Background: an optimization exercise with open tools, aiming at a short achievable clock period and few clock cycles. Do not read the settings as production practice.
The RTL was checked by simulation tests, not by an equivalence proof against the original design.
Power and IR drop assume default switching activity.

### config.mk
export PLATFORM = sky130hd
export DESIGN_NAME = cpu16_top
export DESIGN_NICKNAME = cpu16_top
export VERILOG_FILES = /design/flow/design.v
export SDC_FILE = /design/flow/constraint.sdc
export NUM_CORES = 4
export LEC_CHECK = 0
export CAP_MARGIN = 20
export CORE_MARGIN = 2
export CORE_UTILIZATION = 45
export SLEW_MARGIN = 20
### constraint.sdc
create_clock -name core_clock -period 7.5 [get_ports {clock}]
set_input_delay 1.5000 -clock core_clock [delete_from_list [all_inputs] [get_ports {clock}]]
set_output_delay 1.5000 -clock core_clock [all_outputs]
set_load 0.01 [all_outputs]
### design.v
package cpu16_pkg;
	localparam int word_width = 16;
	localparam int addr_width = 8;
	localparam int mem_depth = 256;
	localparam int opcode_width = 6;
	typedef logic [word_width-1:0] word_t;
	typedef logic [addr_width-1:0] addr_t;
	typedef logic [opcode_width-1:0] opcode_t;
	typedef logic [1:0] reg_sel_t;
	localparam opcode_t op_add = 6'd0;
	localparam opcode_t op_store = 6'd1;
	localparam opcode_t op_load = 6'd2;
	localparam opcode_t op_jump = 6'd3;
	localparam opcode_t op_jneg = 6'd4;
	localparam opcode_t op_subt = 6'd5;
	localparam opcode_t op_jzero = 6'd10;
	localparam opcode_t op_addi = 6'd11;
	localparam opcode_t op_in = 6'd14;
	localparam opcode_t op_out = 6'd15;
	typedef enum logic [2:0] {
		alu_mem_sum,
		alu_imm_sum,
		alu_imm_diff,
		alu_mem_pass,
		alu_in_pass
	} alu_op_t;
	typedef enum logic [3:0] {
		fetch,
		load_ir,
		decode,
		execute,
		in_wait_ack,
		in_wait_release,
		out_wait_ack,
		out_wait_release
	} state_t;
endpackage
`timescale 1ns/1ns
module cpu16_memory (
	input logic clock,
	input cpu16_pkg::addr_t address,
	input logic write,
	input cpu16_pkg::word_t write_data,
	input logic load_write,
	input cpu16_pkg::addr_t load_address,
	input cpu16_pkg::word_t load_data,
	output cpu16_pkg::word_t read_data
);
	cpu16_pkg::word_t storage [0:255];
	cpu16_pkg::addr_t read_address;
	always_ff @(posedge clock)
	begin
		if (load_write)
			storage[load_address] <= load_data;
		else if (write)
			storage[address] <= write_data;
	end
	always_ff @(posedge clock)
	begin
		read_address <= address;
	end
	assign read_data = storage[read_address];
endmodule
`timescale 1ns/1ns
module cpu16_register_file (
	input logic clock,
	input logic reset,
	input cpu16_pkg::reg_sel_t select,
	input logic write,
	input cpu16_pkg::word_t write_data,
	output cpu16_pkg::word_t read_data
);
	cpu16_pkg::word_t reg_a;
	cpu16_pkg::word_t reg_b;
	cpu16_pkg::word_t reg_c;
	cpu16_pkg::word_t reg_d;
	always_ff @(posedge clock or posedge reset)
	begin
		if (reset)
		begin
			reg_a <= '0;
			reg_b <= '0;
			reg_c <= '0;
			reg_d <= '0;
		end
		else if (write)
		begin
			case (select)
				2'd0: reg_a <= write_data;
				2'd1: reg_b <= write_data;
				2'd2: reg_c <= write_data;
				default: reg_d <= write_data;
			endcase
		end
	end
	always_comb
	begin
		case (select)
			2'd0: read_data = reg_a;
			2'd1: read_data = reg_b;
			2'd2: read_data = reg_c;
			default: read_data = reg_d;
		endcase
	end
endmodule
`timescale 1ns/1ns
module cpu16_alu (
	input cpu16_pkg::alu_op_t op,
	input cpu16_pkg::word_t operand,
	input cpu16_pkg::word_t memory_data,
	input cpu16_pkg::addr_t immediate,
	input cpu16_pkg::word_t in_data,
	output cpu16_pkg::word_t result
);
	cpu16_pkg::word_t immediate_word;
	assign immediate_word = cpu16_pkg::word_t'(immediate);
	always_comb
	begin
		case (op)
			cpu16_pkg::alu_mem_sum:
				result = operand + memory_data;
			cpu16_pkg::alu_imm_sum:
				result = operand + immediate_word;
			cpu16_pkg::alu_imm_diff:
				result = operand - immediate_word;
			cpu16_pkg::alu_mem_pass:
				result = memory_data;
			cpu16_pkg::alu_in_pass:
				result = in_data;
			default:
				result = operand;
		endcase
	end
endmodule
`timescale 1ns/1ns
module cpu16_control (
	input logic clock,
	input logic reset,
	input cpu16_pkg::word_t instruction,
	input cpu16_pkg::word_t register_value,
	input logic in_ack,
	input logic out_ack,
	output cpu16_pkg::addr_t program_address,
	output cpu16_pkg::addr_t data_address,
	output logic data_write,
	output cpu16_pkg::reg_sel_t reg_select,
	output logic reg_write,
	output cpu16_pkg::alu_op_t alu_op,
	output cpu16_pkg::addr_t immediate,
	output logic in_req,
	output logic out_req,
	output cpu16_pkg::word_t out_data,
	output cpu16_pkg::addr_t pc
);
	cpu16_pkg::state_t state;
	cpu16_pkg::state_t state_next;
	cpu16_pkg::word_t instruction_register;
	cpu16_pkg::addr_t program_counter;
	cpu16_pkg::addr_t operand_field;
	cpu16_pkg::opcode_t opcode;
	logic branch_taken;
	assign opcode = instruction_register[cpu16_pkg::word_width-1 -: cpu16_pkg::opcode_width];
	assign reg_select = instruction_register[9:8];
	assign operand_field = instruction_register[cpu16_pkg::addr_width-1:0];
	assign program_address = program_counter;
	assign pc = program_counter;
	assign data_address = operand_field;
	assign immediate = operand_field;
	assign data_write = (state == cpu16_pkg::decode) && (opcode == cpu16_pkg::op_store);
	always_comb
	begin
		case (opcode)
			cpu16_pkg::op_jump: branch_taken = 1'b1;
			cpu16_pkg::op_jneg: branch_taken = register_value[cpu16_pkg::word_width-1];
			cpu16_pkg::op_jzero: branch_taken = (register_value == '0);
			default: branch_taken = 1'b0;
		endcase
	end
	always_comb
	begin
		case (opcode)
			cpu16_pkg::op_add: alu_op = cpu16_pkg::alu_mem_sum;
			cpu16_pkg::op_addi: alu_op = cpu16_pkg::alu_imm_sum;
			cpu16_pkg::op_subt: alu_op = cpu16_pkg::alu_imm_diff;
			cpu16_pkg::op_in: alu_op = cpu16_pkg::alu_in_pass;
			default: alu_op = cpu16_pkg::alu_mem_pass;
		endcase
	end
	always_comb
	begin
		case (state)
			cpu16_pkg::execute:
				reg_write = (opcode == cpu16_pkg::op_add) || (opcode == cpu16_pkg::op_load) ||
					(opcode == cpu16_pkg::op_subt) || (opcode == cpu16_pkg::op_addi);
			cpu16_pkg::in_wait_ack:
				reg_write = in_ack;
			default:
				reg_write = 1'b0;
		endcase
	end
	always_comb
	begin
		state_next = state;
		case (state)
			cpu16_pkg::fetch:
				state_next = cpu16_pkg::load_ir;
			cpu16_pkg::load_ir:
				state_next = cpu16_pkg::decode;
			cpu16_pkg::decode:
				state_next = cpu16_pkg::execute;
			cpu16_pkg::execute:
			begin
				if (opcode == cpu16_pkg::op_in)
					state_next = cpu16_pkg::in_wait_ack;
				else if (opcode == cpu16_pkg::op_out)
					state_next = cpu16_pkg::out_wait_ack;
				else
					state_next = cpu16_pkg::fetch;
			end
			cpu16_pkg::in_wait_ack:
			begin
				if (in_ack)
					state_next = cpu16_pkg::in_wait_release;
			end
			cpu16_pkg::in_wait_release:
			begin
				if (!in_ack)
					state_next = cpu16_pkg::fetch;
			end
			cpu16_pkg::out_wait_ack:
			begin
				if (out_ack)
					state_next = cpu16_pkg::out_wait_release;
			end
			cpu16_pkg::out_wait_release:
			begin
				if (!out_ack)
					state_next = cpu16_pkg::fetch;
			end
			default:
				state_next = cpu16_pkg::fetch;
		endcase
	end
	always_ff @(posedge clock or posedge reset)
	begin
		if (reset)
		begin
			state <= cpu16_pkg::fetch;
			program_counter <= '0;
			instruction_register <= '0;
			in_req <= 1'b0;
			out_req <= 1'b0;
			out_data <= '0;
		end
		else
		begin
			state <= state_next;
			case (state)
				cpu16_pkg::load_ir:
				begin
					instruction_register <= instruction;
					program_counter <= program_counter + cpu16_pkg::addr_t'(1);
				end
				cpu16_pkg::execute:
				begin
					if (branch_taken)
						program_counter <= operand_field;
					if (opcode == cpu16_pkg::op_in)
						in_req <= 1'b1;
					if (opcode == cpu16_pkg::op_out)
					begin
						out_req <= 1'b1;
						out_data <= register_value;
					end
				end
				cpu16_pkg::in_wait_ack:
				begin
					if (in_ack)
						in_req <= 1'b0;
				end
				cpu16_pkg::out_wait_ack:
				begin
					if (out_ack)
						out_req <= 1'b0;
				end
				default:
				begin
				end
			endcase
		end
	end
endmodule
`timescale 1ns/1ns
module cpu16_top (
	input logic clock,
	input logic reset,
	input logic load_write,
	input logic load_target,
	input cpu16_pkg::addr_t load_address,
	input cpu16_pkg::word_t load_data,
	input cpu16_pkg::word_t in_data,
	input logic in_ack,
	input logic out_ack,
	output cpu16_pkg::addr_t pc,
	output logic in_req,
	output logic out_req,
	output cpu16_pkg::word_t out_data
);
	cpu16_pkg::word_t instruction;
	cpu16_pkg::word_t data_read;
	cpu16_pkg::word_t register_value;
	cpu16_pkg::word_t alu_result;
	cpu16_pkg::addr_t program_address;
	cpu16_pkg::addr_t data_address;
	cpu16_pkg::addr_t immediate;
	cpu16_pkg::reg_sel_t reg_select;
	cpu16_pkg::alu_op_t alu_op;
	logic data_write;
	logic reg_write;
	logic instruction_load_write;
	logic data_load_write;
	assign instruction_load_write = load_write && !load_target;
	assign data_load_write = load_write && load_target;
	cpu16_control u_control (
		.clock(clock),
		.reset(reset),
		.instruction(instruction),
		.register_value(register_value),
		.in_ack(in_ack),
		.out_ack(out_ack),
		.program_address(program_address),
		.data_address(data_address),
		.data_write(data_write),
		.reg_select(reg_select),
		.reg_write(reg_write),
		.alu_op(alu_op),
		.immediate(immediate),
		.in_req(in_req),
		.out_req(out_req),
		.out_data(out_data),
		.pc(pc)
	);
	cpu16_register_file u_register_file (
		.clock(clock),
		.reset(reset),
		.select(reg_select),
		.write(reg_write),
		.write_data(alu_result),
		.read_data(register_value)
	);
	cpu16_alu u_alu (
		.op(alu_op),
		.operand(register_value),
		.memory_data(data_read),
		.immediate(immediate),
		.in_data(in_data),
		.result(alu_result)
	);
	cpu16_memory u_instruction_memory (
		.clock(clock),
		.address(program_address),
		.write(1'b0),
		.write_data('0),
		.load_write(instruction_load_write),
		.load_address(load_address),
		.load_data(load_data),
		.read_data(instruction)
	);
	cpu16_memory u_data_memory (
		.clock(clock),
		.address(data_address),
		.write(data_write),
		.write_data(register_value),
		.load_write(data_load_write),
		.load_address(load_address),
		.load_data(load_data),
		.read_data(data_read)
	);
endmodule
### run.sh
#!/bin/bash
# synth_recipe.tcl (not shown) runs the flow's synth.tcl, then flattens the netlist and writes it again
# the make line also repeats each setting of config.mk as NAME=value (left out here)
make -C /OpenROAD-flow-scripts/flow DESIGN_CONFIG=/design/flow/config.mk WORK_HOME=/design/flow/orfs CLKGATE_MAP_FILE= SYNTH_SCRIPT=/design/flow/synth_recipe.tcl finish
==> impl_metrics.py, run 1 <==
metrics = {
    "clock_tree": {
        "clock_sinks": 8317,
        "path_clk_slew_ns": 0.07,
        "clk_latency_ns": 1.18,
        "cts_hold_buf": 0,
        "cts.htree.levels": 6,
        "cts-root-buf": "clkbuf_16",
        "cts_tree": "built",
        "clk_path_buf_depth": 4,
        "numCtsBuffers": 795,
    },
    "setup_path": {
        "crit_chain": "buf_12, mux4_2, a221oi_1, o21ai_0, nor4_4, a311oi_2, nand4b_1, nand4_1, nor4_1, nor2b_1, nor2b_1, xnor2_1, a21oi_1, ha_1, or3_1, o2111ai_1, a21oi_1, or4b_2, mux2_1, nand2_1",
        "crit_required_ns": 8.59,
        "slowest_delay_ns": 0.68,
        "r2r_end": "u_register_file.reg_d[15]$_DFFE_PP0P_",
        "ff2ff_setup_slack_ns": 0.22,
        "worstSetupEndpointType": "register",
        "crit_cells": 20,
        "crit_end": "u_register_file.reg_d[15]$_DFFE_PP0P_",
        "worstSetupStartpointType": "register",
        "cpMaxStageDelayCell": "a221oi_1",
        "crit_buf_inv": 1,
        "reg2reg_depth": 20,
        "crit_fanout": 36,
        "worstSetupPathType": "register to register",
        "cp.arrival_ns": 8.38,
        "cp_top_family": "simple AND/OR/NAND/NOR gates",
    },
    "final_layout": {
        "drive_gt1_share_pct": 31.1,
        "fin_cells": 25160,
        "finalNetCount": 15026,
        "area_growth_pct": 13.7,
        "nFillCells": 55249,
        "utilization_pct": 51.2,
        "register_area_um2": 249000,
        "multi_input_area_um2": 68700,
        "most-common-layout-cells": "edfxtp_1, mux4_2, buf_4",
        "layout_commonest_cell": "edfxtp_1",
        "fin_area_um2": 364000,
    },
    "floorplanning": {
        "io_pins": 72,
        "die_area_um2": 719000,
        "start_util_pct": 45.1,
        "fp.dieH_um": 848,
        "die_x_um": 848,
        "coreArea_um2": 711000,
        "rows": 310,
    },
    "global_route": {
        "overflow": 0,
        "grt_pass1_vias": 151866,
        "grt_max_degree": 203,
        "grt_pass1_wl_um": 1230000,
        "antenna_found_initial": 47,
        "grtUsageTotal_pct": 24.2,
    },
    "power": {
        "p_clk_share_pct": 29.4,
        "swShare_pct": 31.6,
        "p_sw_mw": 41.5,
        "power_density_nw_per_um2": 361,
        "total_power_mw": 132,
        "seq_power_share_pct": 39.8,
        "p_leak_nw": 113,
        "internal_power_mw": 90.0,
        "ir_worst_vdd_uv": 321,
        "pwr-share-comb_pct": 30.9,
    },
    "drt": {
        "drt_iter0_markers": 21516,
        "drc": 0,
        "vias": 154678,
        "postRouteAntennaNets": 0,
        "viasPerCell": 6.15,
        "wirelength_um": 884000,
        "dr.pass1.iters": 7,
        "wl_per_cell_um": 35.1,
    },
    "yosys": {
        "yosys_warnings": 4,
        "synthFlopType": "edfxtp_1",
        "yosysTopAreaCell": "edfxtp_1",
        "ys_async_sr_fraction_pct": 1.31,
        "yosys-top-cells-area": "edfxtp_1, mux4_2, dfrtp_1",
        "ys_seq_area_share_pct": 77.7,
        "synth_top_area_share_pct": 76.8,
        "avgSynthCellArea_um2": 23.2,
        "synth_edf_count": 8192,
        "ys_types": 89,
        "syn_nets": 13900,
        "syn_area_um2": 321000,
        "syn_inst": 13831,
        "ys_ff_latch": 8317,
    },
    "sta": {
        "fin_ws_ns": 0.216,
        "timing.final.hold_violations": 0,
        "fin_skew_ns": 0.0596,
        "maxSlewViolCount": 0,
        "rsz0062_at_grt": "no",
        "max_freq_ghz": 0.137,
        "worstMarginPinSlew_ns": 1.26,
        "post-route-period-util_pct": 97.1,
        "finalCriticalPeriod_ns": 7.28,
        "relSlewSlack_pct": 15.7,
        "setup_viol": 0,
        "timing.setup.tns_ns": 0,
        "hold_ws_ns": 0.479,
    },
    "run_status": {
        "status": "no timing/DRC/antenna violations",
    },
    "worst_hold_path": {
        "min_path_type": "register to register",
    },
    "place": {
        "place.gp.congestion": 0.880,
        "port_buffers": 71,
        "dp_slack_ns": -0.0454,
        "dp_cells": 23664,
        "placed_cell_area_um2": 339000,
        "dp_hpwl_um": 538000,
    },
    "run": {
        "drv_cap": 0,
    },
}
## power groups by stage
| stage | clock, mW | sequential, mW | combinational [mW] |
|---|---|---|---|
| 2_1_floorplan | 0 | 52.7 | 24.4 |
| 3_3_place_gp | 0 | 53.4 | 40.6 |
| 3_5_place_dp | 0 | 53.3 | 40.7 |
| 4_1_cts | 39.1 | 52.3 | 40.8 |
| 5_1_grt | 40.9 | 52.3 | 42.1 |
| 6_report | 38.6 | 52.3 | 40.6 |
## tightest hold or removal path, cell delays in order, from the launching register on
cell	delay (ns)
dfrtp_1	0.34
nand2_1	0.04
o21ai_0	0.06
## worst min-delay path by stage
| stage | endpoint | startpoint | cells past startpoint |
|---|---|---|---|
| final | u_register_file.reg_c[1]$_DFFE_PP0P_ | u_register_file.reg_c[1]$_DFFE_PP0P_ | 2 |
| after global routing | u_register_file.reg_b[12]$_DFFE_PP0P_ | u_register_file.reg_b[12]$_DFFE_PP0P_ | 2 |
| after CTS | u_register_file.reg_c[10]$_DFFE_PP0P_ | u_register_file.reg_c[10]$_DFFE_PP0P_ | 2 |
| after detailed placement | u_register_file.reg_b[4]$_DFFE_PP0P_ | u_register_file.reg_b[4]$_DFFE_PP0P_ | 2 |
| after global placement | u_register_file.reg_d[2]$_DFFE_PP0P_ | u_register_file.reg_d[2]$_DFFE_PP0P_ | 2 |
| after floorplan | register | u_control.instruction_register[2]$_DFFE_PP0P_ | 0 |
## state kept, by name (all words and copies together), names as in the netlist, named ones only
signal / cells
u_register_file.reg_d: 16
u_control.in_req: 1
u_instruction_memory.storage: 4096
u_control.instruction_register: 16
u_control.out_data: 16
u_register_file.reg_a: 16
u_instruction_memory.read_address: 8
u_control.out_req: 1
u_control.state: 3
u_register_file.reg_c: 16
u_control.program_counter: 8
u_register_file.reg_b: 16
u_data_memory.storage: 4096
## synthesized netlist by cell type (10+ instances only)
cell type,n
edfxtp_1,8192
mux4_2,2345
nor2_1,598
clkbuf_1,419
mux2i_1,257
nand2_1,244
a22oi_1,158
buf_1,131
a21oi_1,115
o21ai_0,113
buf_2,109
dfrtp_1,109
o22ai_1,108
mux2_2,85
nand3_1,71
nor3_1,71
buf_4,70
nor2b_1,49
a221oi_1,48
buf_6,47
a22o_1,31
nand2b_1,28
nand4_1,27
a31oi_1,26
a211oi_1,25
inv_1,25
ha_1,22
a2111oi_0,19
nor4_1,19
and3_1,17
and2_1,16
dfxtp_1,16
a21o_1,15
xnor2_1,15
o211ai_1,10
or3_1,10
xor2_1,10
## layout make-up
| type | count | area share [%] |
|---|---|---|
| antenna | 25 | 0.0172 |
| clock buffer | 1005 | 5.81 |
| clock inverter | 454 | 0.949 |
| inverter | 27 | 0.0306 |
| multi-input combinational | 4702 | 18.9 |
| sequential | 8317 | 68.4 |
| tap | 9516 | 3.27 |
| timing repair buffer | 1114 | 2.71 |
## per-layer routing
| metal | wire [um] | track usage (%) |
|---|---|---|
| met2 | 422000 | 38.3 |
| met3 | 72500 | 4.06 |
| met1 | 355000 | 34.5 |
| met5 | 111 | 0 |
| met4 | 34300 | 8.16 |
## cells by family (layout without fill, tap and decap cells)
family / Yosys count / after routing / synth area share [%]
compound gates: 755 / 755 / 1.60
simple gates: 1203 / 1203 / 1.68
fa+ha+maj: 23 / 23 / 0.0921
xor+xnor: 25 / 25 / 0.0683
mux: 2696 / 2696 / 17.6
flops: 8317 / 8317 / 77.7
buf+inv: 812 / 2600 / 1.22
other cells: 0 / 25 / 0
## repair_timing
| action | 4_1_cts | 5_1_grt |
|---|---|---|
| pin swaps | 0 | 0 |
| endpoints found under the setup margin | 5 | 21 |
| endpoints found under the hold margin | 0 | 0 |
| gates resized for setup | 3 | 4 |
| buffers inserted | 0 | 8 |
Testbench counts, summed over its fixed seeds: cycles 49,313.
==> inputs of run 2 (changes only) <==
--- a/design.v
+++ b/design.v
@@ -40,4 +40,5 @@
 	input logic clock,
 	input cpu16_pkg::addr_t address,
+	input cpu16_pkg::addr_t write_address,
 	input logic write,
 	input cpu16_pkg::word_t write_data,
@@ -54,5 +55,5 @@
 			storage[load_address] <= load_data;
 		else if (write)
-			storage[address] <= write_data;
+			storage[write_address] <= write_data;
 	end
 	always_ff @(posedge clock)
@@ -154,27 +155,53 @@
 );
 	cpu16_pkg::state_t state;
-	cpu16_pkg::state_t state_next;
 	cpu16_pkg::word_t instruction_register;
-	cpu16_pkg::addr_t program_counter;
+	logic execute_valid;
+	logic decode_valid;
+	cpu16_pkg::addr_t execute_next_pc;
+	cpu16_pkg::addr_t decode_pc;
 	cpu16_pkg::addr_t operand_field;
 	cpu16_pkg::opcode_t opcode;
 	logic branch_taken;
+	logic is_io;
+	logic stall;
 	assign opcode = instruction_register[cpu16_pkg::word_width-1 -: cpu16_pkg::opcode_width];
 	assign reg_select = instruction_register[9:8];
 	assign operand_field = instruction_register[cpu16_pkg::addr_width-1:0];
-	assign program_address = program_counter;
-	assign pc = program_counter;
-	assign data_address = operand_field;
 	assign immediate = operand_field;
-	assign data_write = (state == cpu16_pkg::decode) && (opcode == cpu16_pkg::op_store);
+	assign data_address = instruction[cpu16_pkg::addr_width-1:0];
+	cpu16_pkg::addr_t io_pc;
+	assign pc = io_pc;
+	assign is_io = (opcode == cpu16_pkg::op_in) || (opcode == cpu16_pkg::op_out);
 	always_comb
 	begin
-		case (opcode)
-			cpu16_pkg::op_jump: branch_taken = 1'b1;
-			cpu16_pkg::op_jneg: branch_taken = register_value[cpu16_pkg::word_width-1];
-			cpu16_pkg::op_jzero: branch_taken = (register_value == '0);
-			default: branch_taken = 1'b0;
-		endcase
+		branch_taken = 1'b0;
+		if (execute_valid)
+			case (opcode)
+				cpu16_pkg::op_jneg: branch_taken = register_value[cpu16_pkg::word_width-1];
+				cpu16_pkg::op_jzero: branch_taken = (register_value == '0);
+				default: branch_taken = 1'b0;
+			endcase
+	end
+	logic io_ready;
+	logic is_in, is_out;
+	assign is_in = execute_valid && (opcode == cpu16_pkg::op_in);
+	assign is_out = execute_valid && (opcode == cpu16_pkg::op_out);
+	assign io_ready = !in_req && !out_req &&
+		((state != cpu16_pkg::in_wait_release) || (!in_ack && !out_ack));
+	assign stall = (is_out && !io_ready) || (is_in && !(in_req && in_ack));
+	logic decode_jump;
+	cpu16_pkg::addr_t decode_next;
+	assign decode_jump = decode_valid && (instruction[15:10] == cpu16_pkg::op_jump);
+	assign decode_next = decode_jump ? instruction[cpu16_pkg::addr_width-1:0] : decode_pc + cpu16_pkg::addr_t'(1);
+	always_comb
+	begin
+		if (stall)
+			program_address = decode_pc;
+		else if (branch_taken)
+			program_address = operand_field;
+		else
+			program_address = decode_next;
 	end
+	assign data_write = execute_valid && (opcode == cpu16_pkg::op_store);
 	always_comb
 	begin
@@ -187,105 +214,55 @@
 		endcase
 	end
-	always_comb
-	begin
-		case (state)
-			cpu16_pkg::execute:
-				reg_write = (opcode == cpu16_pkg::op_add) || (opcode == cpu16_pkg::op_load) ||
-					(opcode == cpu16_pkg::op_subt) || (opcode == cpu16_pkg::op_addi);
-			cpu16_pkg::in_wait_ack:
-				reg_write = in_ack;
-			default:
-				reg_write = 1'b0;
-		endcase
-	end
-	always_comb
-	begin
-		state_next = state;
-		case (state)
-			cpu16_pkg::fetch:
-				state_next = cpu16_pkg::load_ir;
-			cpu16_pkg::load_ir:
-				state_next = cpu16_pkg::decode;
-			cpu16_pkg::decode:
-				state_next = cpu16_pkg::execute;
-			cpu16_pkg::execute:
-			begin
-				if (opcode == cpu16_pkg::op_in)
-					state_next = cpu16_pkg::in_wait_ack;
-				else if (opcode == cpu16_pkg::op_out)
-					state_next = cpu16_pkg::out_wait_ack;
-				else
-					state_next = cpu16_pkg::fetch;
-			end
-			cpu16_pkg::in_wait_ack:
-			begin
-				if (in_ack)
-					state_next = cpu16_pkg::in_wait_release;
-			end
-			cpu16_pkg::in_wait_release:
-			begin
-				if (!in_ack)
-					state_next = cpu16_pkg::fetch;
-			end
-			cpu16_pkg::out_wait_ack:
-			begin
-				if (out_ack)
-					state_next = cpu16_pkg::out_wait_release;
-			end
-			cpu16_pkg::out_wait_release:
-			begin
-				if (!out_ack)
-					state_next = cpu16_pkg::fetch;
-			end
-			default:
-				state_next = cpu16_pkg::fetch;
-		endcase
-	end
+	assign reg_write = (execute_valid && ((opcode == cpu16_pkg::op_add) || (opcode == cpu16_pkg::op_load) ||
+		(opcode == cpu16_pkg::op_subt) || (opcode == cpu16_pkg::op_addi))) || (is_in && in_req && in_ack);
 	always_ff @(posedge clock or posedge reset)
 	begin
 		if (reset)
 		begin
-			state <= cpu16_pkg::fetch;
-			program_counter <= '0;
+			state <= cpu16_pkg::execute;
+			execute_valid <= 1'b0;
+			execute_next_pc <= '0;
+			decode_valid <= 1'b0;
+			decode_pc <= 8'hff;
 			instruction_register <= '0;
 			in_req <= 1'b0;
 			out_req <= 1'b0;
 			out_data <= '0;
+			io_pc <= '0;
 		end
 		else
 		begin
-			state <= state_next;
-			case (state)
-				cpu16_pkg::load_ir:
-				begin
-					instruction_register <= instruction;
-					program_counter <= program_counter + cpu16_pkg::addr_t'(1);
-				end
-				cpu16_pkg::execute:
-				begin
-					if (branch_taken)
-						program_counter <= operand_field;
-					if (opcode == cpu16_pkg::op_in)
-						in_req <= 1'b1;
-					if (opcode == cpu16_pkg::op_out)
-					begin
-						out_req <= 1'b1;
-						out_data <= register_value;
-					end
-				end
-				cpu16_pkg::in_wait_ack:
-				begin
-					if (in_ack)
-						in_req <= 1'b0;
-				end
-				cpu16_pkg::out_wait_ack:
+			if (out_req && out_ack)
+				out_req <= 1'b0;
+			else if (is_out && io_ready)
+				out_req <= 1'b1;
+			if (in_req && in_ack)
+				in_req <= 1'b0;
+			else if (is_in && io_ready)
+				in_req <= 1'b1;
+			if ((is_out || is_in) && io_ready)
+				io_pc <= execute_next_pc;
+			if (is_out && io_ready)
+				out_data <= register_value;
+			if ((out_req && out_ack) || (in_req && in_ack))
+				state <= cpu16_pkg::in_wait_release;
+			else if (!in_ack && !out_ack)
+				state <= cpu16_pkg::execute;
+			if (!stall)
+			begin
+				decode_valid <= 1'b1;
+				if (branch_taken)
 				begin
-					if (out_ack)
-						out_req <= 1'b0;
+					execute_valid <= 1'b0;
+					decode_pc <= operand_field;
 				end
-				default:
+				else
 				begin
+					execute_valid <= decode_valid;
+					instruction_register <= instruction;
+					execute_next_pc <= decode_pc + cpu16_pkg::addr_t'(1);
+					decode_pc <= decode_next;
 				end
-			endcase
+			end
 		end
 	end
@@ -360,4 +337,5 @@
 		.clock(clock),
 		.address(program_address),
+		.write_address(program_address),
 		.write(1'b0),
 		.write_data('0),
@@ -370,4 +348,5 @@
 		.clock(clock),
 		.address(data_address),
+		.write_address(immediate),
 		.write(data_write),
 		.write_data(register_value),
--- a/config.mk
+++ b/config.mk
@@ -6,6 +6,8 @@
 export NUM_CORES = 4
 export LEC_CHECK = 0
+export ABC_CLOCK_PERIOD_IN_PS = 3000
 export CAP_MARGIN = 20
 export CORE_MARGIN = 2
-export CORE_UTILIZATION = 45
+export CORE_UTILIZATION = 42
+export SETUP_SLACK_MARGIN = 3.0
 export SLEW_MARGIN = 20
==> run 2 against run 1 <==
Net effect:
- clock power is 1% higher
- largest power group unchanged
- cell count is 4.1% higher
- cell area is 2.3% higher
- synthesized cell count is 0.38% higher
- clock skew is 0.013 ns higher
- worst setup slack better by 1.1 ns
- sequential power hardly changed
- hold slack worse by 0.0060 ns
- synthesized area is 0.40% higher
- global-route usage is 0.87 points lower
- non-clock buffer count is 308 higher
==> impl_metrics.py, run 2 <==
metrics = {
    "global_route": {
        "overflow": 0,
        "grt_pass1_wl_um": 1270000,
        "use_met3_pct": 4.05,
        "grtUsageTotal_pct": 23.3,
        "grtUsageMet2_pct": 36.8,
        "busiest_layer": "met2",
        "antenna_found_initial": 54,
        "grt_pass1_vias": 154264,
        "grt_use_met1_pct": 32.6,
        "grt_max_degree": 161,
    },
    "sta": {
        "finalCriticalPeriod_ns": 6.18,
        "setup_viol": 0,
        "rsz0062_at_grt": "yes",
        "post-route-period-util_pct": 82.4,
        "timing.setup.tns_ns": 0,
        "timing.final.hold_violations": 0,
        "maxSlewViolCount": 0,
        "fin_skew_ns": 0.0727,
        "max_freq_ghz": 0.162,
        "worstMarginPinSlew_ns": 1.24,
        "relSlewSlack_pct": 17.1,
    },
    "drt": {
        "wirelength_um": 933000,
        "viasPerCell": 6.07,
        "vias": 158858,
        "dr.pass1.iters": 8,
        "drt_iter0_markers": 22007,
        "postRouteAntennaNets": 0,
        "wl_per_cell_um": 35.6,
        "drc": 0,
    },
    "floorplanning": {
        "die_x_um": 879,
        "coreArea_um2": 764000,
        "rows": 321,
        "start_util_pct": 42.1,
        "die_area_um2": 773000,
        "io_pins": 72,
        "fp.dieH_um": 879,
    },
    "place": {
        "place.gp.congestion": 0.880,
        "dp_hpwl_um": 572000,
        "port_buffers": 71,
        "dp_cells": 24447,
    },
    "yosys": {
        "avgSynthCellArea_um2": 23.2,
        "ys_types": 93,
        "syn_inst": 13883,
        "yosysMostFrequentCell": "edfxtp_1",
        "yosys_warnings": 4,
        "synthTopCellsByCount": "edfxtp_1, mux4_2, nor2_1",
        "synthFlopType": "edfxtp_1",
        "synth_top_area_share_pct": 76.4,
        "yosys-top-cells-area": "edfxtp_1, mux4_2, mux2i_1",
        "syn_nets": 13952,
        "ys_ff_latch": 8334,
        "ys_async_sr_fraction_pct": 1.51,
        "synth_edf_count": 8192,
        "syn_area_um2": 322000,
        "ys_seq_area_share_pct": 77.5,
        "yosysTopAreaCell": "edfxtp_1",
    },
    "setup_path": {
        "worstSetupPathType": "register to register",
        "crit_chain": "buf_4, inv_2, buf_4, and2_1, buf_4, a31oi_1, nand3_1, o22ai_1, o211ai_1, buf_6, buf_4, xor2_1, a221oi_2, ha_1, a21o_1, a21o_1, a31o_2, a21o_1, a21o_1, a31oi_2, xnor2_1, a222oi_1, buf_4, o21ai_1",
        "crit_required_ns": 8.54,
        "cpMaxStageDelayCell": "dfxtp_4",
        "worstSetupEndpointType": "register",
        "slowest_delay_ns": 0.56,
        "worstSetupStartpointType": "register",
        "crit_path_frequent_cell": "buf_4",
        "cp.arrival_ns": 7.22,
        "crit_fanout": 15,
    },
    "clock_tree": {
        "clock_sinks": 8334,
        "path_clk_slew_ns": 0.06,
        "numCtsBuffers": 796,
        "cts.htree.levels": 6,
        "cts-root-buf": "clkbuf_16",
        "cts_hold_buf": 0,
        "cts_tree": "built",
        "clk_path_buf_depth": 4,
        "clk_latency_ns": 1.21,
    },
    "power": {
        "p_sw_mw": 46.8,
        "power_density_nw_per_um2": 380,
        "p_clk_share_pct": 27.5,
        "ir_worst_vdd_uv": 492,
        "internal_power_mw": 95.0,
        "p_leak_nw": 118,
        "total_power_mw": 142,
        "pwr-share-comb_pct": 35.4,
        "swShare_pct": 33.0,
        "seq_power_share_pct": 37.1,
    },
    "run_status": {
        "status": "no timing/DRC/antenna violations",
    },
    "final_layout": {
        "most-common-layout-cells": "edfxtp_1, mux4_2, buf_4",
        "finalNetCount": 15388,
        "area_growth_pct": 15.9,
        "layout_commonest_cell": "edfxtp_1",
        "reg.largest.list": "u_data_memory.storage (4096), u_instruction_memory.storage (4096)",
        "fin_cells": 26181,
        "drive_gt1_share_pct": 33.7,
    },
    "worst_hold_path": {
        "min_path_type": "register to register",
    },
    "run": {
        "drv_cap": 0,
    },
}
==> run 2: metrics by stage <==
stage / hold WS, ns / utilization (%) / instance area [um^2] / setup WS, ns
5_1_grt: 0.497 / 48.8 / 373000 / 1.17
3_5_place_dp: 0.458 / 44.8 / 342000 / -0.0180
6_report: 0.473 / 48.8 / 373000 / 1.32
2_1_floorplan: 0.440 / - / 322000 / 1.89
4_1_cts: 0.473 / 48.4 / 370000 / 1.38
3_3_place_gp: 0.452 / 44.8 / 342000 / -0.126
==> run 2: cell families (layout without fill, tap and decap cells) <==
logic type	after synthesis	count (layout)	share of synthesized area (%)
AOI/OAI and AO/OA	699	699	1.54
DFF	8334	8334	77.5
adders and majority gates	23	23	0.0918
buffers and inverters	812	2905	1.31
muxes	2765	2765	17.8
xor gates and xnor gates	32	32	0.0871
and+or+nand+nor	1218	1220	1.68
other	0	29	0
==> run 2: worst max-delay path, delay by kind of cell, from the launching register on <==
| kind | cells | cell delay [ns] |
|---|---|---|
| XOR/XNOR | 2 | 0.27 |
| AO/OA/AOI/OAI | 12 | 2.64 |
| buffers and inverters | 7 | 1.71 |
| AND/OR/NAND/NOR | 2 | 0.48 |
| flip-flops | 1 | 0.56 |
| adder cells (fa/ha/maj) | 1 | 0.28 |
==> run 2: path summary, 6_finish.rpt <==
check | from | end | slack, ns | depth (start not counted)
max in group asynchronous | reset | u_control.instruction_register[5]$_DFFE_PP0P_ | 5.21 | 4
setup / recovery | register | u_register_file.reg_c[14]$_DFFE_PP0P_ | 1.32 | 24
hold reg to reg | u_register_file.reg_b[8]$_DFFE_PP0P_ | u_register_file.reg_b[8]$_DFFE_PP0P_ | 0.47 | 2
setup reg to reg | register | u_register_file.reg_c[14]$_DFFE_PP0P_ | 1.32 | 24
min in group asynchronous | reset | u_control.out_data[4]$_DFFE_PP0P_ | 0.88 | 3
hold / removal | u_register_file.reg_b[8]$_DFFE_PP0P_ | u_register_file.reg_b[8]$_DFFE_PP0P_ | 0.47 | 2
==> run 2: routing by layer <==
layer  vias to the layer above  share of wire [%]  routed length [um]
li1                      62361                  -                   -
met1                     86427                 39              365000
met2                      8525                 47              441000
met3                      1521                8.9               83000
met4                        24                4.7               43400
met5                         -              0.018                 168
==> run 2: power groups by stage <==
stage	logic [mW]	registers, mW	clock network, mW
2_1_floorplan	26.5	53.1	0
3_3_place_gp	44.5	53.8	0
3_5_place_dp	44.5	53.8	0
4_1_cts	47.5	52.7	39.5
5_1_grt	51.5	52.6	41.3
6_report	50.2	52.6	39.1
==> run 2: area by class of cell <==
cell class | count | area (um^2)
antenna | 29 | 72.6
clock buffer | 995 | 20900
clock inverter | 462 | 3980
fill | 60806 | 391000
inverter | 26 | 109
multi-input combinational | 4739 | 70800
sequential | 8334 | 250000
tap | 10174 | 12700
timing repair buffer | 1422 | 14600
==> run 2: timing repair <==
item                       in CTS  in global routing
cloned                         31                 37
setup endpoints to repair    1950               3685
setup buffers                  87                 90
gates resized for setup       261                208
pin swaps                      54                 48
Testbench counts of run 2, summed over its fixed seeds: cycles 12,748.

## static timing again, ports no longer ideal
Ports are ideal in the flow. The routed layouts listed here were re-timed in OpenROAD. Step 1 (the two cells are an assumption about what drives the block):
set clk [get_ports {clock}]
set_driving_cell -lib_cell sky130_fd_sc_hd__clkbuf_16 $clk
set_driving_cell -lib_cell sky130_fd_sc_hd__buf_2 [delete_from_list [all_inputs] $clk]
Step 2 moves the port delays by t, midway between the first and last clock arrival at a register: inputs arrive t later, outputs are due t later. That takes back most of the time a late clock gives input paths. Three values: ideal, step 1, step 2; two values: the first two.
run | t (ns) | setup WS [ns] | latest minus earliest clock arrival (ns) | worst slew at a driven data input, ns
run 1 | 1.279 | 0.216 / 0.216 / 0.216 | 0.067 / 0.067 | 0.20
run 2 | 1.302 | 1.322 / 1.322 / 1.322 | 0.082 / 0.082 | 0.20
After both steps setup and hold are still met in every run listed.
